From an optimization exercise on the open Yosys and OpenROAD flow, aimed at small area, a short achievable clock period and few clock cycles; shortcuts taken in it are not production practice. The RTL was checked by simulation tests, not by an equivalence proof against the original design. No activity file was given, so power comes from the tool's default toggle rates.

### flow/config.mk
export PLATFORM = sky130hd
export DESIGN_NAME = ppu_quire_acc
export DESIGN_NICKNAME = ppu_quire_acc
export VERILOG_FILES = /design/flow/design.v
export SDC_FILE = /design/flow/constraint.sdc
export NUM_CORES = 4
export LEC_CHECK = 0
export CAP_MARGIN = 20
export CORE_MARGIN = 2
export CORE_UTILIZATION = 60
export PLACE_DENSITY = 0.65
export SLEW_MARGIN = 20
export SYNTH_HIERARCHICAL = 1
### flow/run.sh
#!/bin/bash
# synth_recipe.tcl (not shown) runs the flow's synth.tcl, then flattens the netlist and writes it again
# the make line also repeats each setting of config.mk as NAME=value (left out here)
make -C /OpenROAD-flow-scripts/flow DESIGN_CONFIG=/design/flow/config.mk WORK_HOME=/design/flow/orfs CLKGATE_MAP_FILE= SYNTH_SCRIPT=/design/flow/synth_recipe.tcl finish
### flow/constraint.sdc
create_clock -name core_clock -period 12.0 [get_ports {clk_i}]
set_input_delay 2.4000 -clock core_clock [delete_from_list [all_inputs] [get_ports {clk_i}]]
set_output_delay 2.4000 -clock core_clock [all_outputs]
set_load 0.01 [all_outputs]
### flow/design.v
package ppu_pkg;
   localparam int N              = 16;
   localparam int ES             = 1;
   localparam int MS             = N - 2;
   localparam int TE_BITS        = $clog2(N) + ES + 2;
   localparam int FRAC_FULL_SIZE = 3 * N - 8;
   localparam int QW             = 16 * N;
   localparam int QF             = QW / 2;
endpackage
module pfx_add #(
   parameter int W = 32
) (
   input  logic [W-1:0] a,
   input  logic [W-1:0] b,
   input  logic         cin,
   output logic [W-1:0] s,
   output logic         co
);
   localparam int LV = $clog2(W);
   logic [W-1:0] g [LV+1];
   logic [W-1:0] p [LV+1];
   logic [W-1:0] hp;
   assign hp   = a ^ b;
   assign g[0] = (a & b) | {{(W-1){1'b0}}, hp[0] & cin};
   assign p[0] = hp;
   for (genvar l = 0; l < LV; l++) begin : g_lv
      for (genvar i = 0; i < W; i++) begin : g_bit
         if (((i >> l) & 1) == 1) begin : g_op
            localparam int J = ((i >> l) << l) - 1;
            assign g[l+1][i] = g[l][i] | (p[l][i] & g[l][J]);
            assign p[l+1][i] = p[l][i] & p[l][J];
         end else begin : g_pass
            assign g[l+1][i] = g[l][i];
            assign p[l+1][i] = p[l][i];
         end
      end
   end
   assign s  = hp ^ {g[LV][W-2:0], cin};
   assign co = g[LV][W-1];
endmodule
module pfx_add_late #(
   parameter int W = 32
) (
   input  logic [W-1:0] a,
   input  logic [W-1:0] b,
   input  logic         cin,
   output logic [W-1:0] s,
   output logic         gout,     
   output logic         pout      
);
   localparam int LV = $clog2(W);
   logic [W-1:0] g [LV+1];
   logic [W-1:0] p [LV+1];
   logic [W-1:0] hp;
   assign hp   = a ^ b;
   assign g[0] = a & b;
   assign p[0] = hp;
   for (genvar l = 0; l < LV; l++) begin : g_lv
      for (genvar i = 0; i < W; i++) begin : g_bit
         if (((i >> l) & 1) == 1) begin : g_op
            localparam int J = ((i >> l) << l) - 1;
            assign g[l+1][i] = g[l][i] | (p[l][i] & g[l][J]);
            assign p[l+1][i] = p[l][i] & p[l][J];
         end else begin : g_pass
            assign g[l+1][i] = g[l][i];
            assign p[l+1][i] = p[l][i];
         end
      end
   end
   assign s    = hp ^ ({g[LV][W-2:0], 1'b0} | ({p[LV][W-2:0], 1'b1} & {W{cin}}));
   assign gout = g[LV][W-1];
   assign pout = p[LV][W-1];
endmodule
module quire_booth_enc (
   input  logic [13:0] b,
   output logic [6:0] one,
   output logic [6:0] two,
   output logic [6:0] neg,
   output logic        btop
);
   assign one[0] = b[0] ^ 1'b0;
   assign two[0] = (b[1] & ~b[0] & ~1'b0) | (~b[1] & b[0] & 1'b0);
   assign neg[0] = b[1];
   assign one[1] = b[2] ^ b[1];
   assign two[1] = (b[3] & ~b[2] & ~b[1]) | (~b[3] & b[2] & b[1]);
   assign neg[1] = b[3];
   assign one[2] = b[4] ^ b[3];
   assign two[2] = (b[5] & ~b[4] & ~b[3]) | (~b[5] & b[4] & b[3]);
   assign neg[2] = b[5];
   assign one[3] = b[6] ^ b[5];
   assign two[3] = (b[7] & ~b[6] & ~b[5]) | (~b[7] & b[6] & b[5]);
   assign neg[3] = b[7];
   assign one[4] = b[8] ^ b[7];
   assign two[4] = (b[9] & ~b[8] & ~b[7]) | (~b[9] & b[8] & b[7]);
   assign neg[4] = b[9];
   assign one[5] = b[10] ^ b[9];
   assign two[5] = (b[11] & ~b[10] & ~b[9]) | (~b[11] & b[10] & b[9]);
   assign neg[5] = b[11];
   assign one[6] = b[12] ^ b[11];
   assign two[6] = (b[13] & ~b[12] & ~b[11]) | (~b[13] & b[12] & b[11]);
   assign neg[6] = b[13];
   assign btop = b[13];
endmodule
module quire_mul_tree (
   input  logic [13:0] a,
   input  logic [6:0]  one,
   input  logic [6:0]  two,
   input  logic [6:0]  neg,
   input  logic        btop,
   output logic [27:0] ra,
   output logic [27:0] rb
);
   logic t1, t2, t3, t4, t5, t6, t7, t8, t9, t10, t11, t12, t13, t14, t15, t16, t17, t18, t19, t20, t21, t22, t23, t24, t25, t26, t27, t28, t29, t30, t31, t32, t33, t34, t35, t36, t37, t38, t39, t40, t41, t42, t43, t44, t45, t46, t47, t48, t49, t50, t51, t52, t53, t54, t55, t56, t57, t58, t59, t60, t61, t62, t63, t64, t65, t66, t67, t68, t69, t70, t71, t72, t73, t74, t75, t76, t77, t78, t79, t80, t81, t82, t83, t84, t85, t86, t87, t88, t89, t90, t91, t92, t93, t94, t95, t96, t97, t98, t99, t100, t101, t102, t103, t104, t105, t106, t107, t108, t109, t110, t111, t112, t113, t114, t115, t116, t117, t118, t119, t120, t121, t122, t123, t124, t125, t126, t127, t128, t129, t130, t131, t132, t133, t134, t135, t136, t137, t138, t139, t140, t141, t142, t143, t144, t145, t146, t147, t148, t149, t150, t151, t152, t153, t154, t155, t156, t157, t158, t159, t160, t161, t162, t163, t164, t165, t166, t167, t168, t169, t170, t171, t172, t173, t174, t175, t176, t177, t178, t179, t180, t181, t182, t183, t184, t185, t186, t187, t188, t189, t190, t191, t192, t193, t194, t195, t196, t197, t198, t199, t200, t201, t202, t203, t204, t205, t206;
   assign t1 = (((one[0] & a[10]) | (two[0] & a[9])) ^ neg[0]) ^ (((one[1] & a[8]) | (two[1] & a[7])) ^ neg[1]);
   assign t2 = (((one[0] & a[10]) | (two[0] & a[9])) ^ neg[0]) & (((one[1] & a[8]) | (two[1] & a[7])) ^ neg[1]);
   assign t3 = (((one[0] & a[11]) | (two[0] & a[10])) ^ neg[0]) ^ (((one[1] & a[9]) | (two[1] & a[8])) ^ neg[1]);
   assign t4 = (((one[0] & a[11]) | (two[0] & a[10])) ^ neg[0]) & (((one[1] & a[9]) | (two[1] & a[8])) ^ neg[1]);
   assign t5 = (((one[0] & a[12]) | (two[0] & a[11])) ^ neg[0]) ^ (((one[1] & a[10]) | (two[1] & a[9])) ^ neg[1]) ^ (((one[2] & a[8]) | (two[2] & a[7])) ^ neg[2]);
   assign t6 = ((((one[0] & a[12]) | (two[0] & a[11])) ^ neg[0]) & (((one[1] & a[10]) | (two[1] & a[9])) ^ neg[1])) | ((((one[0] & a[12]) | (two[0] & a[11])) ^ neg[0]) & (((one[2] & a[8]) | (two[2] & a[7])) ^ neg[2])) | ((((one[1] & a[10]) | (two[1] & a[9])) ^ neg[1]) & (((one[2] & a[8]) | (two[2] & a[7])) ^ neg[2]));
   assign t7 = (((one[3] & a[6]) | (two[3] & a[5])) ^ neg[3]) ^ (((one[4] & a[4]) | (two[4] & a[3])) ^ neg[4]);
   assign t8 = (((one[3] & a[6]) | (two[3] & a[5])) ^ neg[3]) & (((one[4] & a[4]) | (two[4] & a[3])) ^ neg[4]);
   assign t9 = (((one[0] & a[13]) | (two[0] & a[12])) ^ neg[0]) ^ (((one[1] & a[11]) | (two[1] & a[10])) ^ neg[1]) ^ (((one[2] & a[9]) | (two[2] & a[8])) ^ neg[2]);
   assign t10 = ((((one[0] & a[13]) | (two[0] & a[12])) ^ neg[0]) & (((one[1] & a[11]) | (two[1] & a[10])) ^ neg[1])) | ((((one[0] & a[13]) | (two[0] & a[12])) ^ neg[0]) & (((one[2] & a[9]) | (two[2] & a[8])) ^ neg[2])) | ((((one[1] & a[11]) | (two[1] & a[10])) ^ neg[1]) & (((one[2] & a[9]) | (two[2] & a[8])) ^ neg[2]));
   assign t11 = (((one[3] & a[7]) | (two[3] & a[6])) ^ neg[3]) ^ (((one[4] & a[5]) | (two[4] & a[4])) ^ neg[4]);
   assign t12 = (((one[3] & a[7]) | (two[3] & a[6])) ^ neg[3]) & (((one[4] & a[5]) | (two[4] & a[4])) ^ neg[4]);
   assign t13 = (((two[0] & a[13])) ^ neg[0]) ^ (((one[1] & a[12]) | (two[1] & a[11])) ^ neg[1]) ^ (((one[2] & a[10]) | (two[2] & a[9])) ^ neg[2]);
   assign t14 = ((((two[0] & a[13])) ^ neg[0]) & (((one[1] & a[12]) | (two[1] & a[11])) ^ neg[1])) | ((((two[0] & a[13])) ^ neg[0]) & (((one[2] & a[10]) | (two[2] & a[9])) ^ neg[2])) | ((((one[1] & a[12]) | (two[1] & a[11])) ^ neg[1]) & (((one[2] & a[10]) | (two[2] & a[9])) ^ neg[2]));
   assign t15 = (((one[3] & a[8]) | (two[3] & a[7])) ^ neg[3]) ^ (((one[4] & a[6]) | (two[4] & a[5])) ^ neg[4]) ^ (((one[5] & a[4]) | (two[5] & a[3])) ^ neg[5]);
   assign t16 = ((((one[3] & a[8]) | (two[3] & a[7])) ^ neg[3]) & (((one[4] & a[6]) | (two[4] & a[5])) ^ neg[4])) | ((((one[3] & a[8]) | (two[3] & a[7])) ^ neg[3]) & (((one[5] & a[4]) | (two[5] & a[3])) ^ neg[5])) | ((((one[4] & a[6]) | (two[4] & a[5])) ^ neg[4]) & (((one[5] & a[4]) | (two[5] & a[3])) ^ neg[5]));
   assign t17 = ~neg[0] ^ (((one[1] & a[13]) | (two[1] & a[12])) ^ neg[1]) ^ (((one[2] & a[11]) | (two[2] & a[10])) ^ neg[2]);
   assign t18 = (~neg[0] & (((one[1] & a[13]) | (two[1] & a[12])) ^ neg[1])) | (~neg[0] & (((one[2] & a[11]) | (two[2] & a[10])) ^ neg[2])) | ((((one[1] & a[13]) | (two[1] & a[12])) ^ neg[1]) & (((one[2] & a[11]) | (two[2] & a[10])) ^ neg[2]));
   assign t19 = (((one[3] & a[9]) | (two[3] & a[8])) ^ neg[3]) ^ (((one[4] & a[7]) | (two[4] & a[6])) ^ neg[4]) ^ (((one[5] & a[5]) | (two[5] & a[4])) ^ neg[5]);
   assign t20 = ((((one[3] & a[9]) | (two[3] & a[8])) ^ neg[3]) & (((one[4] & a[7]) | (two[4] & a[6])) ^ neg[4])) | ((((one[3] & a[9]) | (two[3] & a[8])) ^ neg[3]) & (((one[5] & a[5]) | (two[5] & a[4])) ^ neg[5])) | ((((one[4] & a[7]) | (two[4] & a[6])) ^ neg[4]) & (((one[5] & a[5]) | (two[5] & a[4])) ^ neg[5]));
   assign t21 = (((one[6] & a[3]) | (two[6] & a[2])) ^ neg[6]) ^ (btop & a[1]);
   assign t22 = (((one[6] & a[3]) | (two[6] & a[2])) ^ neg[6]) & (btop & a[1]);
   assign t23 = (((two[1] & a[13])) ^ neg[1]) ^ (((one[2] & a[12]) | (two[2] & a[11])) ^ neg[2]) ^ (((one[3] & a[10]) | (two[3] & a[9])) ^ neg[3]);
   assign t24 = ((((two[1] & a[13])) ^ neg[1]) & (((one[2] & a[12]) | (two[2] & a[11])) ^ neg[2])) | ((((two[1] & a[13])) ^ neg[1]) & (((one[3] & a[10]) | (two[3] & a[9])) ^ neg[3])) | ((((one[2] & a[12]) | (two[2] & a[11])) ^ neg[2]) & (((one[3] & a[10]) | (two[3] & a[9])) ^ neg[3]));
   assign t25 = (((one[4] & a[8]) | (two[4] & a[7])) ^ neg[4]) ^ (((one[5] & a[6]) | (two[5] & a[5])) ^ neg[5]) ^ (((one[6] & a[4]) | (two[6] & a[3])) ^ neg[6]);
   assign t26 = ((((one[4] & a[8]) | (two[4] & a[7])) ^ neg[4]) & (((one[5] & a[6]) | (two[5] & a[5])) ^ neg[5])) | ((((one[4] & a[8]) | (two[4] & a[7])) ^ neg[4]) & (((one[6] & a[4]) | (two[6] & a[3])) ^ neg[6])) | ((((one[5] & a[6]) | (two[5] & a[5])) ^ neg[5]) & (((one[6] & a[4]) | (two[6] & a[3])) ^ neg[6]));
   assign t27 = (btop & a[2]) ^ 1'b1;
   assign t28 = (btop & a[2]) & 1'b1;
   assign t29 = ~neg[1] ^ (((one[2] & a[13]) | (two[2] & a[12])) ^ neg[2]) ^ (((one[3] & a[11]) | (two[3] & a[10])) ^ neg[3]);
   assign t30 = (~neg[1] & (((one[2] & a[13]) | (two[2] & a[12])) ^ neg[2])) | (~neg[1] & (((one[3] & a[11]) | (two[3] & a[10])) ^ neg[3])) | ((((one[2] & a[13]) | (two[2] & a[12])) ^ neg[2]) & (((one[3] & a[11]) | (two[3] & a[10])) ^ neg[3]));
   assign t31 = (((one[4] & a[9]) | (two[4] & a[8])) ^ neg[4]) ^ (((one[5] & a[7]) | (two[5] & a[6])) ^ neg[5]) ^ (((one[6] & a[5]) | (two[6] & a[4])) ^ neg[6]);
   assign t32 = ((((one[4] & a[9]) | (two[4] & a[8])) ^ neg[4]) & (((one[5] & a[7]) | (two[5] & a[6])) ^ neg[5])) | ((((one[4] & a[9]) | (two[4] & a[8])) ^ neg[4]) & (((one[6] & a[5]) | (two[6] & a[4])) ^ neg[6])) | ((((one[5] & a[7]) | (two[5] & a[6])) ^ neg[5]) & (((one[6] & a[5]) | (two[6] & a[4])) ^ neg[6]));
   assign t33 = (((two[2] & a[13])) ^ neg[2]) ^ (((one[3] & a[12]) | (two[3] & a[11])) ^ neg[3]) ^ (((one[4] & a[10]) | (two[4] & a[9])) ^ neg[4]);
   assign t34 = ((((two[2] & a[13])) ^ neg[2]) & (((one[3] & a[12]) | (two[3] & a[11])) ^ neg[3])) | ((((two[2] & a[13])) ^ neg[2]) & (((one[4] & a[10]) | (two[4] & a[9])) ^ neg[4])) | ((((one[3] & a[12]) | (two[3] & a[11])) ^ neg[3]) & (((one[4] & a[10]) | (two[4] & a[9])) ^ neg[4]));
   assign t35 = (((one[5] & a[8]) | (two[5] & a[7])) ^ neg[5]) ^ (((one[6] & a[6]) | (two[6] & a[5])) ^ neg[6]);
   assign t36 = (((one[5] & a[8]) | (two[5] & a[7])) ^ neg[5]) & (((one[6] & a[6]) | (two[6] & a[5])) ^ neg[6]);
   assign t37 = ~neg[2] ^ (((one[3] & a[13]) | (two[3] & a[12])) ^ neg[3]) ^ (((one[4] & a[11]) | (two[4] & a[10])) ^ neg[4]);
   assign t38 = (~neg[2] & (((one[3] & a[13]) | (two[3] & a[12])) ^ neg[3])) | (~neg[2] & (((one[4] & a[11]) | (two[4] & a[10])) ^ neg[4])) | ((((one[3] & a[13]) | (two[3] & a[12])) ^ neg[3]) & (((one[4] & a[11]) | (two[4] & a[10])) ^ neg[4]));
   assign t39 = (((two[3] & a[13])) ^ neg[3]) ^ (((one[4] & a[12]) | (two[4] & a[11])) ^ neg[4]);
   assign t40 = (((two[3] & a[13])) ^ neg[3]) & (((one[4] & a[12]) | (two[4] & a[11])) ^ neg[4]);
   assign t41 = (((one[0] & a[6]) | (two[0] & a[5])) ^ neg[0]) ^ (((one[1] & a[4]) | (two[1] & a[3])) ^ neg[1]);
   assign t42 = (((one[0] & a[6]) | (two[0] & a[5])) ^ neg[0]) & (((one[1] & a[4]) | (two[1] & a[3])) ^ neg[1]);
   assign t43 = (((one[0] & a[7]) | (two[0] & a[6])) ^ neg[0]) ^ (((one[1] & a[5]) | (two[1] & a[4])) ^ neg[1]);
   assign t44 = (((one[0] & a[7]) | (two[0] & a[6])) ^ neg[0]) & (((one[1] & a[5]) | (two[1] & a[4])) ^ neg[1]);
   assign t45 = (((one[0] & a[8]) | (two[0] & a[7])) ^ neg[0]) ^ (((one[1] & a[6]) | (two[1] & a[5])) ^ neg[1]) ^ (((one[2] & a[4]) | (two[2] & a[3])) ^ neg[2]);
   assign t46 = ((((one[0] & a[8]) | (two[0] & a[7])) ^ neg[0]) & (((one[1] & a[6]) | (two[1] & a[5])) ^ neg[1])) | ((((one[0] & a[8]) | (two[0] & a[7])) ^ neg[0]) & (((one[2] & a[4]) | (two[2] & a[3])) ^ neg[2])) | ((((one[1] & a[6]) | (two[1] & a[5])) ^ neg[1]) & (((one[2] & a[4]) | (two[2] & a[3])) ^ neg[2]));
   assign t47 = (((one[3] & a[2]) | (two[3] & a[1])) ^ neg[3]) ^ (((one[4] & a[0])) ^ neg[4]);
   assign t48 = (((one[3] & a[2]) | (two[3] & a[1])) ^ neg[3]) & (((one[4] & a[0])) ^ neg[4]);
   assign t49 = (((one[0] & a[9]) | (two[0] & a[8])) ^ neg[0]) ^ (((one[1] & a[7]) | (two[1] & a[6])) ^ neg[1]) ^ (((one[2] & a[5]) | (two[2] & a[4])) ^ neg[2]);
   assign t50 = ((((one[0] & a[9]) | (two[0] & a[8])) ^ neg[0]) & (((one[1] & a[7]) | (two[1] & a[6])) ^ neg[1])) | ((((one[0] & a[9]) | (two[0] & a[8])) ^ neg[0]) & (((one[2] & a[5]) | (two[2] & a[4])) ^ neg[2])) | ((((one[1] & a[7]) | (two[1] & a[6])) ^ neg[1]) & (((one[2] & a[5]) | (two[2] & a[4])) ^ neg[2]));
   assign t51 = (((one[3] & a[3]) | (two[3] & a[2])) ^ neg[3]) ^ (((one[4] & a[1]) | (two[4] & a[0])) ^ neg[4]);
   assign t52 = (((one[3] & a[3]) | (two[3] & a[2])) ^ neg[3]) & (((one[4] & a[1]) | (two[4] & a[0])) ^ neg[4]);
   assign t53 = (((one[2] & a[6]) | (two[2] & a[5])) ^ neg[2]) ^ (((one[3] & a[4]) | (two[3] & a[3])) ^ neg[3]) ^ (((one[4] & a[2]) | (two[4] & a[1])) ^ neg[4]);
   assign t54 = ((((one[2] & a[6]) | (two[2] & a[5])) ^ neg[2]) & (((one[3] & a[4]) | (two[3] & a[3])) ^ neg[3])) | ((((one[2] & a[6]) | (two[2] & a[5])) ^ neg[2]) & (((one[4] & a[2]) | (two[4] & a[1])) ^ neg[4])) | ((((one[3] & a[4]) | (two[3] & a[3])) ^ neg[3]) & (((one[4] & a[2]) | (two[4] & a[1])) ^ neg[4]));
   assign t55 = (((one[5] & a[0])) ^ neg[5]) ^ neg[5] ^ t1;
   assign t56 = ((((one[5] & a[0])) ^ neg[5]) & neg[5]) | ((((one[5] & a[0])) ^ neg[5]) & t1) | (neg[5] & t1);
   assign t57 = (((one[2] & a[7]) | (two[2] & a[6])) ^ neg[2]) ^ (((one[3] & a[5]) | (two[3] & a[4])) ^ neg[3]) ^ (((one[4] & a[3]) | (two[4] & a[2])) ^ neg[4]);
   assign t58 = ((((one[2] & a[7]) | (two[2] & a[6])) ^ neg[2]) & (((one[3] & a[5]) | (two[3] & a[4])) ^ neg[3])) | ((((one[2] & a[7]) | (two[2] & a[6])) ^ neg[2]) & (((one[4] & a[3]) | (two[4] & a[2])) ^ neg[4])) | ((((one[3] & a[5]) | (two[3] & a[4])) ^ neg[3]) & (((one[4] & a[3]) | (two[4] & a[2])) ^ neg[4]));
   assign t59 = (((one[5] & a[1]) | (two[5] & a[0])) ^ neg[5]) ^ t2 ^ t3;
   assign t60 = ((((one[5] & a[1]) | (two[5] & a[0])) ^ neg[5]) & t2) | ((((one[5] & a[1]) | (two[5] & a[0])) ^ neg[5]) & t3) | (t2 & t3);
   assign t61 = (((one[5] & a[2]) | (two[5] & a[1])) ^ neg[5]) ^ (((one[6] & a[0])) ^ neg[6]) ^ neg[6];
   assign t62 = ((((one[5] & a[2]) | (two[5] & a[1])) ^ neg[5]) & (((one[6] & a[0])) ^ neg[6])) | ((((one[5] & a[2]) | (two[5] & a[1])) ^ neg[5]) & neg[6]) | ((((one[6] & a[0])) ^ neg[6]) & neg[6]);
   assign t63 = t4 ^ t5 ^ t7;
   assign t64 = (t4 & t5) | (t4 & t7) | (t5 & t7);
   assign t65 = (((one[5] & a[3]) | (two[5] & a[2])) ^ neg[5]) ^ (((one[6] & a[1]) | (two[6] & a[0])) ^ neg[6]) ^ t6;
   assign t66 = ((((one[5] & a[3]) | (two[5] & a[2])) ^ neg[5]) & (((one[6] & a[1]) | (two[6] & a[0])) ^ neg[6])) | ((((one[5] & a[3]) | (two[5] & a[2])) ^ neg[5]) & t6) | ((((one[6] & a[1]) | (two[6] & a[0])) ^ neg[6]) & t6);
   assign t67 = t8 ^ t9 ^ t11;
   assign t68 = (t8 & t9) | (t8 & t11) | (t9 & t11);
   assign t69 = (((one[6] & a[2]) | (two[6] & a[1])) ^ neg[6]) ^ (btop & a[0]) ^ t10;
   assign t70 = ((((one[6] & a[2]) | (two[6] & a[1])) ^ neg[6]) & (btop & a[0])) | ((((one[6] & a[2]) | (two[6] & a[1])) ^ neg[6]) & t10) | ((btop & a[0]) & t10);
   assign t71 = t12 ^ t13 ^ t15;
   assign t72 = (t12 & t13) | (t12 & t15) | (t13 & t15);
   assign t73 = 1'b1 ^ t14 ^ t16;
   assign t74 = (1'b1 & t14) | (1'b1 & t16) | (t14 & t16);
   assign t75 = t17 ^ t19 ^ t21;
   assign t76 = (t17 & t19) | (t17 & t21) | (t19 & t21);
   assign t77 = t18 ^ t20 ^ t22;
   assign t78 = (t18 & t20) | (t18 & t22) | (t20 & t22);
   assign t79 = t23 ^ t25 ^ t27;
   assign t80 = (t23 & t25) | (t23 & t27) | (t25 & t27);
   assign t81 = (btop & a[3]) ^ t24 ^ t26;
   assign t82 = ((btop & a[3]) & t24) | ((btop & a[3]) & t26) | (t24 & t26);
   assign t83 = t28 ^ t29 ^ t31;
   assign t84 = (t28 & t29) | (t28 & t31) | (t29 & t31);
   assign t85 = (btop & a[4]) ^ 1'b1 ^ t30;
   assign t86 = ((btop & a[4]) & 1'b1) | ((btop & a[4]) & t30) | (1'b1 & t30);
   assign t87 = t32 ^ t33 ^ t35;
   assign t88 = (t32 & t33) | (t32 & t35) | (t33 & t35);
   assign t89 = (((one[5] & a[9]) | (two[5] & a[8])) ^ neg[5]) ^ (((one[6] & a[7]) | (two[6] & a[6])) ^ neg[6]) ^ (btop & a[5]);
   assign t90 = ((((one[5] & a[9]) | (two[5] & a[8])) ^ neg[5]) & (((one[6] & a[7]) | (two[6] & a[6])) ^ neg[6])) | ((((one[5] & a[9]) | (two[5] & a[8])) ^ neg[5]) & (btop & a[5])) | ((((one[6] & a[7]) | (two[6] & a[6])) ^ neg[6]) & (btop & a[5]));
   assign t91 = t34 ^ t36 ^ t37;
   assign t92 = (t34 & t36) | (t34 & t37) | (t36 & t37);
   assign t93 = (((one[5] & a[10]) | (two[5] & a[9])) ^ neg[5]) ^ (((one[6] & a[8]) | (two[6] & a[7])) ^ neg[6]) ^ (btop & a[6]);
   assign t94 = ((((one[5] & a[10]) | (two[5] & a[9])) ^ neg[5]) & (((one[6] & a[8]) | (two[6] & a[7])) ^ neg[6])) | ((((one[5] & a[10]) | (two[5] & a[9])) ^ neg[5]) & (btop & a[6])) | ((((one[6] & a[8]) | (two[6] & a[7])) ^ neg[6]) & (btop & a[6]));
   assign t95 = 1'b1 ^ t38 ^ t39;
   assign t96 = (1'b1 & t38) | (1'b1 & t39) | (t38 & t39);
   assign t97 = ~neg[3] ^ (((one[4] & a[13]) | (two[4] & a[12])) ^ neg[4]) ^ (((one[5] & a[11]) | (two[5] & a[10])) ^ neg[5]);
   assign t98 = (~neg[3] & (((one[4] & a[13]) | (two[4] & a[12])) ^ neg[4])) | (~neg[3] & (((one[5] & a[11]) | (two[5] & a[10])) ^ neg[5])) | ((((one[4] & a[13]) | (two[4] & a[12])) ^ neg[4]) & (((one[5] & a[11]) | (two[5] & a[10])) ^ neg[5]));
   assign t99 = (((one[6] & a[9]) | (two[6] & a[8])) ^ neg[6]) ^ (btop & a[7]) ^ t40;
   assign t100 = ((((one[6] & a[9]) | (two[6] & a[8])) ^ neg[6]) & (btop & a[7])) | ((((one[6] & a[9]) | (two[6] & a[8])) ^ neg[6]) & t40) | ((btop & a[7]) & t40);
   assign t101 = (((two[4] & a[13])) ^ neg[4]) ^ (((one[5] & a[12]) | (two[5] & a[11])) ^ neg[5]) ^ (((one[6] & a[10]) | (two[6] & a[9])) ^ neg[6]);
   assign t102 = ((((two[4] & a[13])) ^ neg[4]) & (((one[5] & a[12]) | (two[5] & a[11])) ^ neg[5])) | ((((two[4] & a[13])) ^ neg[4]) & (((one[6] & a[10]) | (two[6] & a[9])) ^ neg[6])) | ((((one[5] & a[12]) | (two[5] & a[11])) ^ neg[5]) & (((one[6] & a[10]) | (two[6] & a[9])) ^ neg[6]));
   assign t103 = (btop & a[8]) ^ 1'b1;
   assign t104 = (btop & a[8]) & 1'b1;
   assign t105 = ~neg[4] ^ (((one[5] & a[13]) | (two[5] & a[12])) ^ neg[5]) ^ (((one[6] & a[11]) | (two[6] & a[10])) ^ neg[6]);
   assign t106 = (~neg[4] & (((one[5] & a[13]) | (two[5] & a[12])) ^ neg[5])) | (~neg[4] & (((one[6] & a[11]) | (two[6] & a[10])) ^ neg[6])) | ((((one[5] & a[13]) | (two[5] & a[12])) ^ neg[5]) & (((one[6] & a[11]) | (two[6] & a[10])) ^ neg[6]));
   assign t107 = (((two[5] & a[13])) ^ neg[5]) ^ (((one[6] & a[12]) | (two[6] & a[11])) ^ neg[6]);
   assign t108 = (((two[5] & a[13])) ^ neg[5]) & (((one[6] & a[12]) | (two[6] & a[11])) ^ neg[6]);
   assign t109 = (((one[0] & a[4]) | (two[0] & a[3])) ^ neg[0]) ^ (((one[1] & a[2]) | (two[1] & a[1])) ^ neg[1]);
   assign t110 = (((one[0] & a[4]) | (two[0] & a[3])) ^ neg[0]) & (((one[1] & a[2]) | (two[1] & a[1])) ^ neg[1]);
   assign t111 = (((one[0] & a[5]) | (two[0] & a[4])) ^ neg[0]) ^ (((one[1] & a[3]) | (two[1] & a[2])) ^ neg[1]);
   assign t112 = (((one[0] & a[5]) | (two[0] & a[4])) ^ neg[0]) & (((one[1] & a[3]) | (two[1] & a[2])) ^ neg[1]);
   assign t113 = (((one[2] & a[2]) | (two[2] & a[1])) ^ neg[2]) ^ (((one[3] & a[0])) ^ neg[3]) ^ neg[3];
   assign t114 = ((((one[2] & a[2]) | (two[2] & a[1])) ^ neg[2]) & (((one[3] & a[0])) ^ neg[3])) | ((((one[2] & a[2]) | (two[2] & a[1])) ^ neg[2]) & neg[3]) | ((((one[3] & a[0])) ^ neg[3]) & neg[3]);
   assign t115 = (((one[2] & a[3]) | (two[2] & a[2])) ^ neg[2]) ^ (((one[3] & a[1]) | (two[3] & a[0])) ^ neg[3]) ^ t42;
   assign t116 = ((((one[2] & a[3]) | (two[2] & a[2])) ^ neg[2]) & (((one[3] & a[1]) | (two[3] & a[0])) ^ neg[3])) | ((((one[2] & a[3]) | (two[2] & a[2])) ^ neg[2]) & t42) | ((((one[3] & a[1]) | (two[3] & a[0])) ^ neg[3]) & t42);
   assign t117 = neg[4] ^ t44 ^ t45;
   assign t118 = (neg[4] & t44) | (neg[4] & t45) | (t44 & t45);
   assign t119 = t46 ^ t48 ^ t49;
   assign t120 = (t46 & t48) | (t46 & t49) | (t48 & t49);
   assign t121 = t50 ^ t52 ^ t53;
   assign t122 = (t50 & t52) | (t50 & t53) | (t52 & t53);
   assign t123 = t54 ^ t56 ^ t57;
   assign t124 = (t54 & t56) | (t54 & t57) | (t56 & t57);
   assign t125 = t58 ^ t60 ^ t61;
   assign t126 = (t58 & t60) | (t58 & t61) | (t60 & t61);
   assign t127 = t62 ^ t64 ^ t65;
   assign t128 = (t62 & t64) | (t62 & t65) | (t64 & t65);
   assign t129 = t66 ^ t68 ^ t69;
   assign t130 = (t66 & t68) | (t66 & t69) | (t68 & t69);
   assign t131 = t70 ^ t72 ^ t73;
   assign t132 = (t70 & t72) | (t70 & t73) | (t72 & t73);
   assign t133 = t74 ^ t76 ^ t77;
   assign t134 = (t74 & t76) | (t74 & t77) | (t76 & t77);
   assign t135 = t78 ^ t80 ^ t81;
   assign t136 = (t78 & t80) | (t78 & t81) | (t80 & t81);
   assign t137 = t82 ^ t84 ^ t85;
   assign t138 = (t82 & t84) | (t82 & t85) | (t84 & t85);
   assign t139 = t86 ^ t88 ^ t89;
   assign t140 = (t86 & t88) | (t86 & t89) | (t88 & t89);
   assign t141 = t90 ^ t92 ^ t93;
   assign t142 = (t90 & t92) | (t90 & t93) | (t92 & t93);
   assign t143 = t94 ^ t96 ^ t97;
   assign t144 = (t94 & t96) | (t94 & t97) | (t96 & t97);
   assign t145 = t98 ^ t100 ^ t101;
   assign t146 = (t98 & t100) | (t98 & t101) | (t100 & t101);
   assign t147 = (btop & a[9]) ^ t102 ^ t104;
   assign t148 = ((btop & a[9]) & t102) | ((btop & a[9]) & t104) | (t102 & t104);
   assign t149 = (btop & a[10]) ^ 1'b1 ^ t106;
   assign t150 = ((btop & a[10]) & 1'b1) | ((btop & a[10]) & t106) | (1'b1 & t106);
   assign t151 = ~neg[5] ^ (((one[6] & a[13]) | (two[6] & a[12])) ^ neg[6]) ^ (btop & a[11]);
   assign t152 = (~neg[5] & (((one[6] & a[13]) | (two[6] & a[12])) ^ neg[6])) | (~neg[5] & (btop & a[11])) | ((((one[6] & a[13]) | (two[6] & a[12])) ^ neg[6]) & (btop & a[11]));
   assign t153 = (((two[6] & a[13])) ^ neg[6]) ^ (btop & a[12]);
   assign t154 = (((two[6] & a[13])) ^ neg[6]) & (btop & a[12]);
   assign t155 = (((one[0] & a[2]) | (two[0] & a[1])) ^ neg[0]) ^ (((one[1] & a[0])) ^ neg[1]);
   assign t156 = (((one[0] & a[2]) | (two[0] & a[1])) ^ neg[0]) & (((one[1] & a[0])) ^ neg[1]);
   assign t157 = (((one[0] & a[3]) | (two[0] & a[2])) ^ neg[0]) ^ (((one[1] & a[1]) | (two[1] & a[0])) ^ neg[1]);
   assign t158 = (((one[0] & a[3]) | (two[0] & a[2])) ^ neg[0]) & (((one[1] & a[1]) | (two[1] & a[0])) ^ neg[1]);
   assign t159 = (((one[2] & a[0])) ^ neg[2]) ^ neg[2] ^ t109;
   assign t160 = ((((one[2] & a[0])) ^ neg[2]) & neg[2]) | ((((one[2] & a[0])) ^ neg[2]) & t109) | (neg[2] & t109);
   assign t161 = (((one[2] & a[1]) | (two[2] & a[0])) ^ neg[2]) ^ t110 ^ t111;
   assign t162 = ((((one[2] & a[1]) | (two[2] & a[0])) ^ neg[2]) & t110) | ((((one[2] & a[1]) | (two[2] & a[0])) ^ neg[2]) & t111) | (t110 & t111);
   assign t163 = t41 ^ t112 ^ t113;
   assign t164 = (t41 & t112) | (t41 & t113) | (t112 & t113);
   assign t165 = t43 ^ t114 ^ t115;
   assign t166 = (t43 & t114) | (t43 & t115) | (t114 & t115);
   assign t167 = t47 ^ t116 ^ t117;
   assign t168 = (t47 & t116) | (t47 & t117) | (t116 & t117);
   assign t169 = t51 ^ t118 ^ t119;
   assign t170 = (t51 & t118) | (t51 & t119) | (t118 & t119);
   assign t171 = t55 ^ t120 ^ t121;
   assign t172 = (t55 & t120) | (t55 & t121) | (t120 & t121);
   assign t173 = t59 ^ t122 ^ t123;
   assign t174 = (t59 & t122) | (t59 & t123) | (t122 & t123);
   assign t175 = t63 ^ t124 ^ t125;
   assign t176 = (t63 & t124) | (t63 & t125) | (t124 & t125);
   assign t177 = t67 ^ t126 ^ t127;
   assign t178 = (t67 & t126) | (t67 & t127) | (t126 & t127);
   assign t179 = t71 ^ t128 ^ t129;
   assign t180 = (t71 & t128) | (t71 & t129) | (t128 & t129);
   assign t181 = t75 ^ t130 ^ t131;
   assign t182 = (t75 & t130) | (t75 & t131) | (t130 & t131);
   assign t183 = t79 ^ t132 ^ t133;
   assign t184 = (t79 & t132) | (t79 & t133) | (t132 & t133);
   assign t185 = t83 ^ t134 ^ t135;
   assign t186 = (t83 & t134) | (t83 & t135) | (t134 & t135);
   assign t187 = t87 ^ t136 ^ t137;
   assign t188 = (t87 & t136) | (t87 & t137) | (t136 & t137);
   assign t189 = t91 ^ t138 ^ t139;
   assign t190 = (t91 & t138) | (t91 & t139) | (t138 & t139);
   assign t191 = t95 ^ t140 ^ t141;
   assign t192 = (t95 & t140) | (t95 & t141) | (t140 & t141);
   assign t193 = t99 ^ t142 ^ t143;
   assign t194 = (t99 & t142) | (t99 & t143) | (t142 & t143);
   assign t195 = t103 ^ t144 ^ t145;
   assign t196 = (t103 & t144) | (t103 & t145) | (t144 & t145);
   assign t197 = t105 ^ t146 ^ t147;
   assign t198 = (t105 & t146) | (t105 & t147) | (t146 & t147);
   assign t199 = t107 ^ t148 ^ t149;
   assign t200 = (t107 & t148) | (t107 & t149) | (t148 & t149);
   assign t201 = t108 ^ t150 ^ t151;
   assign t202 = (t108 & t150) | (t108 & t151) | (t150 & t151);
   assign t203 = 1'b1 ^ t152 ^ t153;
   assign t204 = (1'b1 & t152) | (1'b1 & t153) | (t152 & t153);
   assign t205 = ~neg[6] ^ (btop & a[13]) ^ t154;
   assign t206 = (~neg[6] & (btop & a[13])) | (~neg[6] & t154) | ((btop & a[13]) & t154);
   assign ra = {t204, t202, t200, t198, t196, t194, t192, t190, t188, t186, t184, t182, t180, t178, t176, t174, t172, t170, t168, t166, t164, t162, t160, t158, t156, neg[1], (((one[0] & a[1]) | (two[0] & a[0])) ^ neg[0]), (((one[0] & a[0])) ^ neg[0])};
   assign rb = {t205, t203, t201, t199, t197, t195, t193, t191, t189, t187, t185, t183, t181, t179, t177, t175, t173, t171, t169, t167, t165, t163, t161, t159, t157, t155, 1'b0, neg[0]};
endmodule
module quire_norm_coarse (
   input  logic [255:0] quire,
   output logic [71:0]  win,      
   output logic [2:0]   m,        
   output logic         stk,      
   output logic         sgn
);
   localparam int ZW = 295;
   logic          s;
   logic [ZW-1:0] z;
   logic [7:0]    grp;
   logic [167:0]  c7;
   logic [103:0]  c6;
   logic [2:0]    drop;
   always_comb begin
      s = quire[255];
      z = {quire[254:0], 40'b0};
      for (int k = 0; k < 8; k++)
         grp[k] = s ? ~&z[ZW-1-32*k -: 32] : |z[ZW-1-32*k -: 32];
      m[2] = ~|grp[3:0];
      m[1] = m[2] ? ~|grp[5:4] : ~|grp[1:0];
      m[0] = m[2] ? (m[1] ? ~grp[6] : ~grp[4]) : (m[1] ? ~grp[2] : ~grp[0]);
      c7      = m[2] ? {z[ZW-129 -: 167], 1'b0} : z[ZW-1 -: 168];
      drop[2] = m[2] ? 1'b0 : |z[ZW-169:0];
      c6      = m[1] ? c7[103:0] : c7[167 -: 104];
      drop[1] = m[1] ? 1'b0 : |c7[63:0];
      win     = m[0] ? c6[71:0] : c6[103 -: 72];
      drop[0] = m[0] ? 1'b0 : |c6[31:0];
      stk = |drop;
      sgn = s;
   end
endmodule
module quire_norm_fine (
   input  logic [71:0] win,
   input  logic        sgn,
   output logic [40:0] lead,     
   output logic [4:0]  lzl,
   output logic        nz        
);
   logic [71:0] y5;
   logic [55:0] c4;
   logic [47:0] c3;
   logic [43:0] c2;
   logic [41:0] c1;
   logic [31:0] top;
   logic [4:0]  drop;
   logic        s;
   always_comb begin
      s   = sgn;
      y5  = win ^ {72{s}};
      top = y5[71:40];
      lzl = 5'd31;
      for (int i = 0; i < 32; i++)
         if (top[i]) lzl = 5'(31 - i);
      c4      = lzl[4] ? y5[55:0] : y5[71 -: 56];
      drop[4] = lzl[4] ? 1'b0 : |win[15:0];
      c3      = lzl[3] ? c4[47:0] : c4[55 -: 48];
      drop[3] = lzl[3] ? 1'b0 : |(c4[7:0] ^ {8{s}});
      c2      = lzl[2] ? c3[43:0] : c3[47 -: 44];
      drop[2] = lzl[2] ? 1'b0 : |(c3[3:0] ^ {4{s}});
      c1      = lzl[1] ? c2[41:0] : c2[43 -: 42];
      drop[1] = lzl[1] ? 1'b0 : |(c2[1:0] ^ {2{s}});
      lead    = lzl[0] ? c1[40:0] : c1[41 -: 41];
      drop[0] = lzl[0] ? 1'b0 : (c1[0] ^ s);
      nz      = |drop;
   end
endmodule
module quire_norm_out (
   input  logic [40:0] lead,
   input  logic [7:0]  lz,
   input  logic        lownz,
   input  logic        sgn,
   input  logic        sticky,
   output logic [48:0] meta,
   output logic        zero
);
   logic              s, cy, ovf, allone, hi0, hi1, lo0, lo1;
   logic [39:0]       frac;
   logic [39:0]       run [7];
   logic [6:0]        t0, t1, te;
   assign run[0] = {lead[38:0], 1'b1};
   for (genvar l = 0; l < 6; l++) begin : g_lv
      for (genvar i = 0; i < 40; i++) begin : g_bit
         if (((i >> l) & 1) == 1) begin : g_op
            assign run[l+1][i] = run[l][i] & run[l][((i >> l) << l) - 1];
         end else begin : g_pass
            assign run[l+1][i] = run[l][i];
         end
      end
   end
   always_comb begin
      s      = sgn;
      cy     = s & ~lownz;
      allone = run[6][39] & lead[39];
      ovf    = cy & allone;
      frac   = lead[39:0] ^ ({40{cy}} & run[6]);
      t0  = 7'(8'd126 - lz);
      t1  = 7'(8'd127 - lz);
      hi0 = lz < 8'd63;            
      hi1 = lz < 8'd64;            
      lo0 = lz > 8'd190;           
      lo1 = lz > 8'd191;           
      te  = ovf ? t1 : t0;
      meta = '0;
      zero = 1'b0;
      if (~s & ~lead[40]) begin
         zero = ~sticky;
         if (sticky) begin
            meta[47:41] = 7'h40;
            meta[0]     = 1'b1;
         end
      end else begin
         meta[48]   = s;
         meta[40:1] = frac;
         meta[0]    = lownz | sticky;
         if (ovf ? hi1 : hi0) begin
            meta[47:41] = 7'h3F;
            meta[0]     = 1'b1;
         end else if (ovf ? lo1 : lo0) begin
            meta[47:41] = 7'h40;
            meta[0]     = 1'b1;
         end else begin
            meta[47:41] = te;
         end
      end
   end
endmodule
module ppu_quire_acc (
   input  logic        clk_i,
   input  logic        rst_i,
   input  logic        in_valid_i,
   output logic        in_ready_o,
   input  logic [21:0] in_a_i,
   input  logic [21:0] in_b_i,
   input  logic        in_a_special_i,
   input  logic        in_b_special_i,
   input  logic        in_last_i,
   output logic        out_valid_o,
   input  logic        out_ready_i,
   output logic [48:0] out_meta_o,
   output logic        out_nar_o,
   output logic        out_zero_o
);
   localparam int W  = 32;
   localparam int NC = 8;
   logic fire, last_fire;
   assign fire      = in_valid_i & in_ready_o;
   assign last_fire = fire & in_last_i;
   logic        r0_valid;
   logic [13:0] r0_ma;
   logic [6:0]  r0_one, r0_two, r0_bneg, enc_one, enc_two, enc_neg;
   logic        r0_btop, enc_btop;
   logic [6:0]  r0_ta, r0_tb;
   logic        r0_neg, r0_add, r0_nar, r0_last;
   quire_booth_enc u_enc (.b(in_b_i[13:0]), .one(enc_one), .two(enc_two), .neg(enc_neg), .btop(enc_btop));
   always_ff @(posedge clk_i or posedge rst_i)
      if (rst_i) r0_valid <= 1'b0;
      else       r0_valid <= fire;
   always_ff @(posedge clk_i) begin
      r0_ma   <= in_a_i[13:0];
      r0_one  <= enc_one;
      r0_two  <= enc_two;
      r0_bneg <= enc_neg;
      r0_btop <= enc_btop;
      r0_ta   <= in_a_i[20:14];
      r0_tb   <= in_b_i[20:14];
      r0_neg  <= in_a_i[21] ^ in_b_i[21];
      r0_nar  <= (in_a_special_i & in_a_i[21]) | (in_b_special_i & in_b_i[21]);
      r0_add  <= ~in_a_special_i & ~in_b_special_i;
      r0_last <= in_last_i;
   end
   logic              m1_valid;
   logic [27:0]       m1_ra, m1_rb, tree_ra, tree_rb;
   logic signed [8:0] m1_k;
   logic              m1_neg, m1_add, m1_nar, m1_last;
   quire_mul_tree u_tree (
      .a    (r0_ma),
      .one  (r0_one),
      .two  (r0_two),
      .neg  (r0_bneg),
      .btop (r0_btop),
      .ra   (tree_ra),
      .rb   (tree_rb)
   );
   always_ff @(posedge clk_i or posedge rst_i)
      if (rst_i) m1_valid <= 1'b0;
      else       m1_valid <= r0_valid;
   always_ff @(posedge clk_i) begin
      m1_ra   <= tree_ra;
      m1_rb   <= tree_rb;
      m1_k    <= 9'($signed(r0_ta)) + 9'($signed(r0_tb)) + 9'sd102;
      m1_neg  <= r0_neg;
      m1_nar  <= r0_valid & r0_nar;
      m1_add  <= r0_valid & r0_add;
      m1_last <= r0_last;
   end
   logic              m2_valid;
   logic [27:0]       m2_p, prod;
   logic              prod_co;
   logic signed [8:0] m2_k;
   logic              m2_neg, m2_add, m2_nar, m2_last;
   pfx_add #(.W(28)) u_padd (.a(m1_ra), .b(m1_rb), .cin(1'b0), .s(prod), .co(prod_co));
   always_ff @(posedge clk_i or posedge rst_i)
      if (rst_i) m2_valid <= 1'b0;
      else       m2_valid <= m1_valid;
   always_ff @(posedge clk_i) begin
      m2_p    <= prod;
      m2_k    <= m1_k;
      m2_neg  <= m1_neg;
      m2_nar  <= m1_nar;
      m2_add  <= m1_add;
      m2_last <= m1_last;
   end
   logic              r2_valid;
   logic [58:0]       r2_win;
   logic [NC-1:0]     r2_lo, r2_hi, r2_fill;
   logic              r2_neg, r2_cin, r2_drop, r2_nar, r2_last;
   logic [58:0]       sh;
   logic [3:0]        cidx;
   assign sh   = 59'(m2_p) << m2_k[4:0];
   assign cidx = m2_k[8:5];
   always_ff @(posedge clk_i or posedge rst_i)
      if (rst_i) r2_valid <= 1'b0;
      else       r2_valid <= m2_valid;
   always_ff @(posedge clk_i) begin
      r2_win <= sh ^ {59{m2_neg}};
      r2_neg <= m2_neg;
      for (int i = 0; i < NC; i++) begin
         r2_lo[i]   <= m2_add & (cidx == 4'(i));
         r2_hi[i]   <= m2_add & (cidx == 4'(i - 1));
         r2_fill[i] <= m2_add & m2_neg & (cidx != 4'(i)) & (cidx != 4'(i - 1));
      end
      r2_cin  <= m2_add & m2_neg;
      r2_drop <= m2_add & (cidx == 4'hF) & (|sh[31:0]);
      r2_nar  <= m2_nar;
      r2_last <= m2_last;
   end
   logic [W-1:0]  x   [NC];
   logic [W-1:0]  xin [NC];
   logic [W-1:0]  a   [NC];
   logic [W-1:0]  sum [NC];
   logic          cg  [NC];
   logic          cp  [NC];
   logic          cin [NC];
   logic [NC-2:0] cr;
   logic [NC-1:0] crin, gg, pp;
   logic [NC:0]   kk;
   logic [63:0]   wfull;
   logic          fresh, cap, res, nar_acc, sticky_acc;
   logic [3:0]    clr;      
   logic          fr_a, fr_b, nfr_a, nfr_b;
   assign wfull = {{5{r2_neg}}, r2_win};
   always_comb begin
      for (int i = 0; i < NC; i++) begin
         crin[i] = (i == 0) ? 1'b0 : cr[i-1];
         xin[i]  = clr[i/2] ? '0 : x[i];
         a[i]    = ({W{r2_lo[i]}} & wfull[W-1:0]) |
                   ({W{r2_hi[i]}} & wfull[2*W-1:W]) |
                   {W{r2_fill[i]}} |
                   {{(W-1){1'b0}}, res & crin[i]};
         if (i == 0) cin[i] = r2_cin;
         else        cin[i] = res ? kk[i] : crin[i];
         gg[i] = (&x[i]) & crin[i];
         pp[i] = (&x[i][W-1:1]) & (x[i][0] ^ crin[i]);
      end
   end
   logic [NC-1:0] lg [4];
   logic [NC-1:0] lp [4];
   assign lg[0] = gg;
   assign lp[0] = pp;
   for (genvar l = 0; l < 3; l++) begin : g_klv
      for (genvar c = 0; c < NC; c++) begin : g_kc
         if (((c >> l) & 1) == 1) begin : g_op
            localparam int J = ((c >> l) << l) - 1;
            assign lg[l+1][c] = lg[l][c] | (lp[l][c] & lg[l][J]);
            assign lp[l+1][c] = lp[l][c] & lp[l][J];
         end else begin : g_pass
            assign lg[l+1][c] = lg[l][c];
            assign lp[l+1][c] = lp[l][c];
         end
      end
   end
   assign kk = {lg[3], 1'b0};
   for (genvar i = 0; i < NC; i++) begin : g_chunk
      pfx_add_late #(.W(W)) u_add (
         .a    (xin[i]),
         .b    (a[i]),
         .cin  (cin[i]),
         .s    (sum[i]),
         .gout (cg[i]),
         .pout (cp[i])
      );
   end
   always_ff @(posedge clk_i or posedge rst_i) begin
      if (rst_i) begin
         fr_a  <= 1'b1;
         fr_b  <= 1'b1;
         nfr_a <= 1'b0;
         nfr_b <= 1'b0;
      end else begin
         if (r2_valid) fr_a <= 1'b0;
         else if (res) fr_a <= 1'b1;
         if (res)           fr_b <= 1'b1;
         else if (r2_valid) fr_b <= 1'b0;
         if (r2_valid) nfr_a <= 1'b1;
         else if (res) nfr_a <= 1'b0;
         if (res)           nfr_b <= 1'b0;
         else if (r2_valid) nfr_b <= 1'b1;
      end
   end
   assign clr   = {~nfr_b, ~nfr_a, fr_b, fr_a};
   assign fresh = fr_a;
   always_ff @(posedge clk_i or posedge rst_i) begin
      if (rst_i) begin
         cap     <= 1'b0;
         res     <= 1'b0;
         cr      <= '0;
      end else begin
         cap     <= res;
         res     <= r2_valid & r2_last;
         for (int i = 0; i < NC - 1; i++)
            cr[i] <= ~res & (cg[i] | (cp[i] & (i == 0 ? r2_cin : crin[i])));
      end
   end
   always_ff @(posedge clk_i) begin
      for (int i = 0; i < NC; i++) x[i] <= sum[i];
      nar_acc    <= (nar_acc & ~fresh) | (r2_valid & r2_nar);
      sticky_acc <= (sticky_acc & ~fresh) | (r2_valid & r2_drop);
   end
   logic [71:0] crs_win, n1_win;
   logic [2:0]  crs_m, n1_m;
   logic        crs_stk, crs_s, n1_stk, n1_s, n1_sticky, n1_nar, n1_valid;
   logic [40:0] fine_lead, n2_lead;
   logic [4:0]  fine_lzl;
   logic        fine_nz;
   logic [7:0]  n2_lz;
   logic        n2_lownz, n2_s, n2_sticky, n2_nar, n2_valid;
   logic [48:0] norm_meta;
   logic        norm_zero;
   logic [48:0] out_meta_r;
   logic        out_nar_r, out_zero_r;
   logic        n2_to_out;
   quire_norm_coarse u_coarse (
      .quire ({x[7], x[6], x[5], x[4], x[3], x[2], x[1], x[0]}),
      .win   (crs_win),
      .m     (crs_m),
      .stk   (crs_stk),
      .sgn   (crs_s)
   );
   always_ff @(posedge clk_i) begin
      n1_win    <= crs_win;
      n1_m      <= crs_m;
      n1_stk    <= crs_stk;
      n1_s      <= crs_s;
      n1_sticky <= sticky_acc;
      n1_nar    <= nar_acc;
   end
   quire_norm_fine u_fine (
      .win  (n1_win),
      .sgn  (n1_s),
      .lead (fine_lead),
      .lzl  (fine_lzl),
      .nz   (fine_nz)
   );
   assign n2_to_out = n2_valid & ~out_valid_o;
   always_ff @(posedge clk_i) begin
      if (n1_valid) begin
         n2_lead   <= fine_lead;
         n2_lz     <= {n1_m, fine_lzl};
         n2_lownz  <= n1_stk | fine_nz;
         n2_s      <= n1_s;
         n2_sticky <= n1_sticky;
         n2_nar    <= n1_nar;
      end
   end
   quire_norm_out u_out (
      .lead   (n2_lead),
      .lz     (n2_lz),
      .lownz  (n2_lownz),
      .sgn    (n2_s),
      .sticky (n2_sticky),
      .meta   (norm_meta),
      .zero   (norm_zero)
   );
   always_ff @(posedge clk_i) begin
      if (n2_to_out) begin
         out_meta_r <= n2_nar ? '0 : norm_meta;
         out_nar_r  <= n2_nar;
         out_zero_r <= ~n2_nar & norm_zero;
      end
   end
   logic [2:0] committed, committed_nx, base;
   logic       n1_valid_nx, n2_valid_nx, out_valid_nx;
   always_comb begin
      n1_valid_nx  = cap;
      n2_valid_nx  = n1_valid | (n2_valid & ~n2_to_out);
      out_valid_nx = n2_to_out | (out_valid_o & ~out_ready_i);
      committed_nx = committed + 3'(last_fire) - 3'(n1_valid);
      base         = committed - 3'(n1_valid) + 3'(n2_valid_nx);
   end
   always_ff @(posedge clk_i or posedge rst_i) begin
      if (rst_i) begin
         committed   <= '0;
         n1_valid    <= 1'b0;
         n2_valid    <= 1'b0;
         out_valid_o <= 1'b0;
         in_ready_o  <= 1'b1;
      end else begin
         committed   <= committed_nx;
         n1_valid    <= n1_valid_nx;
         n2_valid    <= n2_valid_nx;
         out_valid_o <= out_valid_nx;
         in_ready_o  <= ~last_fire &
                        ((base == 3'd0) | ((base == 3'd1) & ~out_valid_nx));
      end
   end
   assign out_meta_o = out_meta_r;
   assign out_nar_o  = out_nar_r;
   assign out_zero_o = out_zero_r;
endmodule
==> results.tsv <==
metric	value	unit
CTS Hold Buffers Added	0	
Syn Inst Count	5915	
CTS H-Tree Depth	3	
Post-Syn Area	53900	sq um
relative slew slack	0.100	
gr ovfl total	0	
Area Overhead vs Synth	7.43	%
highest achievable clock rate	176	MHz
Worst Setup End Kind	register	
Pwr per Cell Area	202	nW/um^2
outcome	complete, no violations	
vias in the first global route	45471	
Crit path arrival time	6.25	ns
Routed wire per std cell	29.7	microns
skew final	0.0497	ns
period utilization	0.474	
CP Launch Type	register	
min cycle time layout	5.69	ns
DIE AREA	92300	sq um
Final Hold Viols	0	
Total GRT Usage	0.437	
Placement Setup Slack	6.68	ns
yosys warns	32	
final instance area	57900	sq um
Req. time, crit path	12.56	ns
Design Power	11.7	mW
GR peak layer	met2	
CTS resizes	0	
Top Ports	104	
Die Span Y	304	microns
hpwl dp	154	mm
R2R setup slack	6.31	ns
Util after Layout	0.652	
# rows	109	
drt via density	6.88	
Clock Path Buffers	3	
core area	88800	sq um
Pins Over Slew Limit	0	
GR met2 Demand/Resource	0.676	
CTS Buf Count	82	
setup TNS	0	ns
Final Wtd Congestion	1.07	
WL final	208	mm
hold crit path type	reg -> reg	
Placed Area	55000	sq um
largest net degree at the start of global routing	79	
root buf cell	clkbuf_16	
ANT nets after route	0	
MaxCap Viol Count	0	
final worst setup slack	6.31	ns
Sink Count	710	
first-pass GRT wire length	302	mm
# DRC	0	
DR pass1 iterations	9	
maximum vdd ir drop	232	uV
Finish-stage setup viols	0	
met1 GRT Util	0.527	
most frequent cells in the layout	570 x dfxtp_1, 409 x nand2_1, 400 x mux2i_1	
initial core utilization	0.607	
antenna violations before repair	11	
critical path class	reg -> reg	
TritonCTS clock tree	done	
DR iter-0 viols	5950	
later-pin clock latency in the skew report	0.71	ns
Buffers on Ports	103	
syn nets	6380	
commonest non-fill, non-tap cell in the layout	dfxtp_1	
NumNets Final	6226	
actual slew at the worst max-slew pin	1.35	ns
layout cells sized above 1	0.0860	
CP max FO	56	
Via Count	48113	
DIE WIDTH	304	microns
Leakage	24.1	nW
Worst-path clk slew	0.06	ns
GRT met3 Usage	0.115	
RSZ-0062 raised after global routing	no	
Avg Cell Area, Syn	9.12	sq um
post-CTS setup buffers	0	
-- worst paths after layout --
check / from / end / depth (start not counted)
worst max-delay path: x[2][23] / n1_win[53] / 12
worst min-delay path: m1_k[8] / m2_k[8] / 0
worst max register to register: x[2][23] / n1_win[53] / 12
worst min register to register: m1_k[8] / m2_k[8] / 0
max in group asynchronous: rst_i / n1_valid / 3
min in group asynchronous: rst_i / out_valid_o / 3
-- metrics by stage --
step	hold slack, ns	std cells
floorplan	0.310	5915
global placement	0.310	6842
detailed placement	0.314	6842
CTS	0.330	6991
global route	0.333	6993
finish	0.325	6994
-- per-layer routing --
| layer | wire [microns] | part of all wire | vias to the layer above |
|---|---|---|---|
| li1 | - | - | 21330 |
| met1 | 77500 | 0.37 | 23297 |
| met2 | 90300 | 0.43 | 2758 |
| met3 | 22000 | 0.11 | 718 |
| met4 | 17800 | 0.086 | 10 |
| met5 | 72 | 0.00035 | - |
-- sequential cells by signal (all words and copies together) (netlist names), 8 cells and up --
name / cells
m1_k: 9
m1_ra: 28
m1_rb: 28
m2_k: 9
m2_p: 28
n1_win: 72
n2_lead: 41
n2_lz: 8
out_meta_r: 49
r0_ma: 14
r2_fill: 8
r2_win: 59
x: 256
-- worst max-delay path: stages, from the launching register on --
cell and delay, ns:
dfxtp_1 0.64, nand4_1 0.23, or4_1 0.55, nor3_1 0.43, o22ai_1 0.38, and2_1 0.27
buf_4 0.27, nor2_4 0.14, buf_4 0.82, buf_4 0.77, mux2i_1 0.53, mux2i_1 0.16
mux2_2 0.29
-- report_power, final --
group | internal, mW | switching, mW | total (mW)
sequential | 3.00 | 0.922 | 3.93
clock | 1.62 | 1.15 | 2.77
combinational | 1.84 | 3.15 | 4.99
-- layout make-up --
type	instances	area, sq um
Clock inverter	47	729
Fill cell	7269	30900
Timing Repair Buffer	195	1720
Sequential cell	710	15400
Antenna cell	3	7.51
Tap cell	1165	1460
Inverter	263	990
Clock buffer	102	2230
Multi-Input combinational cell	4509	35400
Testbench counts, summed over its fixed seeds: cycles 7,194.

[static timing again, ports no longer ideal]
The results above use ideal ports. As a check the final layout listed here was re-extracted and re-timed, cells and wires unchanged.
Step 1, drivers: a clkbuf_16 drives clk_i and a buf_2 each remaining input, both assumed.
Step 2 moves the port delays by t, midway between the first and last clock arrival at a register: inputs arrive t later, outputs are due t later. That takes back most of the time a late clock gives input paths.
Slacks: no drivers / after step 1 / after step 2; pairs: no drivers / after step 1.
t (ns): 0.767
setup slack, ns: 6.309 / 6.309 / 6.309
pins driven straight from the clock port: 1
After both steps setup and hold are still met in this run. The setup slack of this run moves by 0.000 ns with the drivers and by 0.000 ns with both steps.
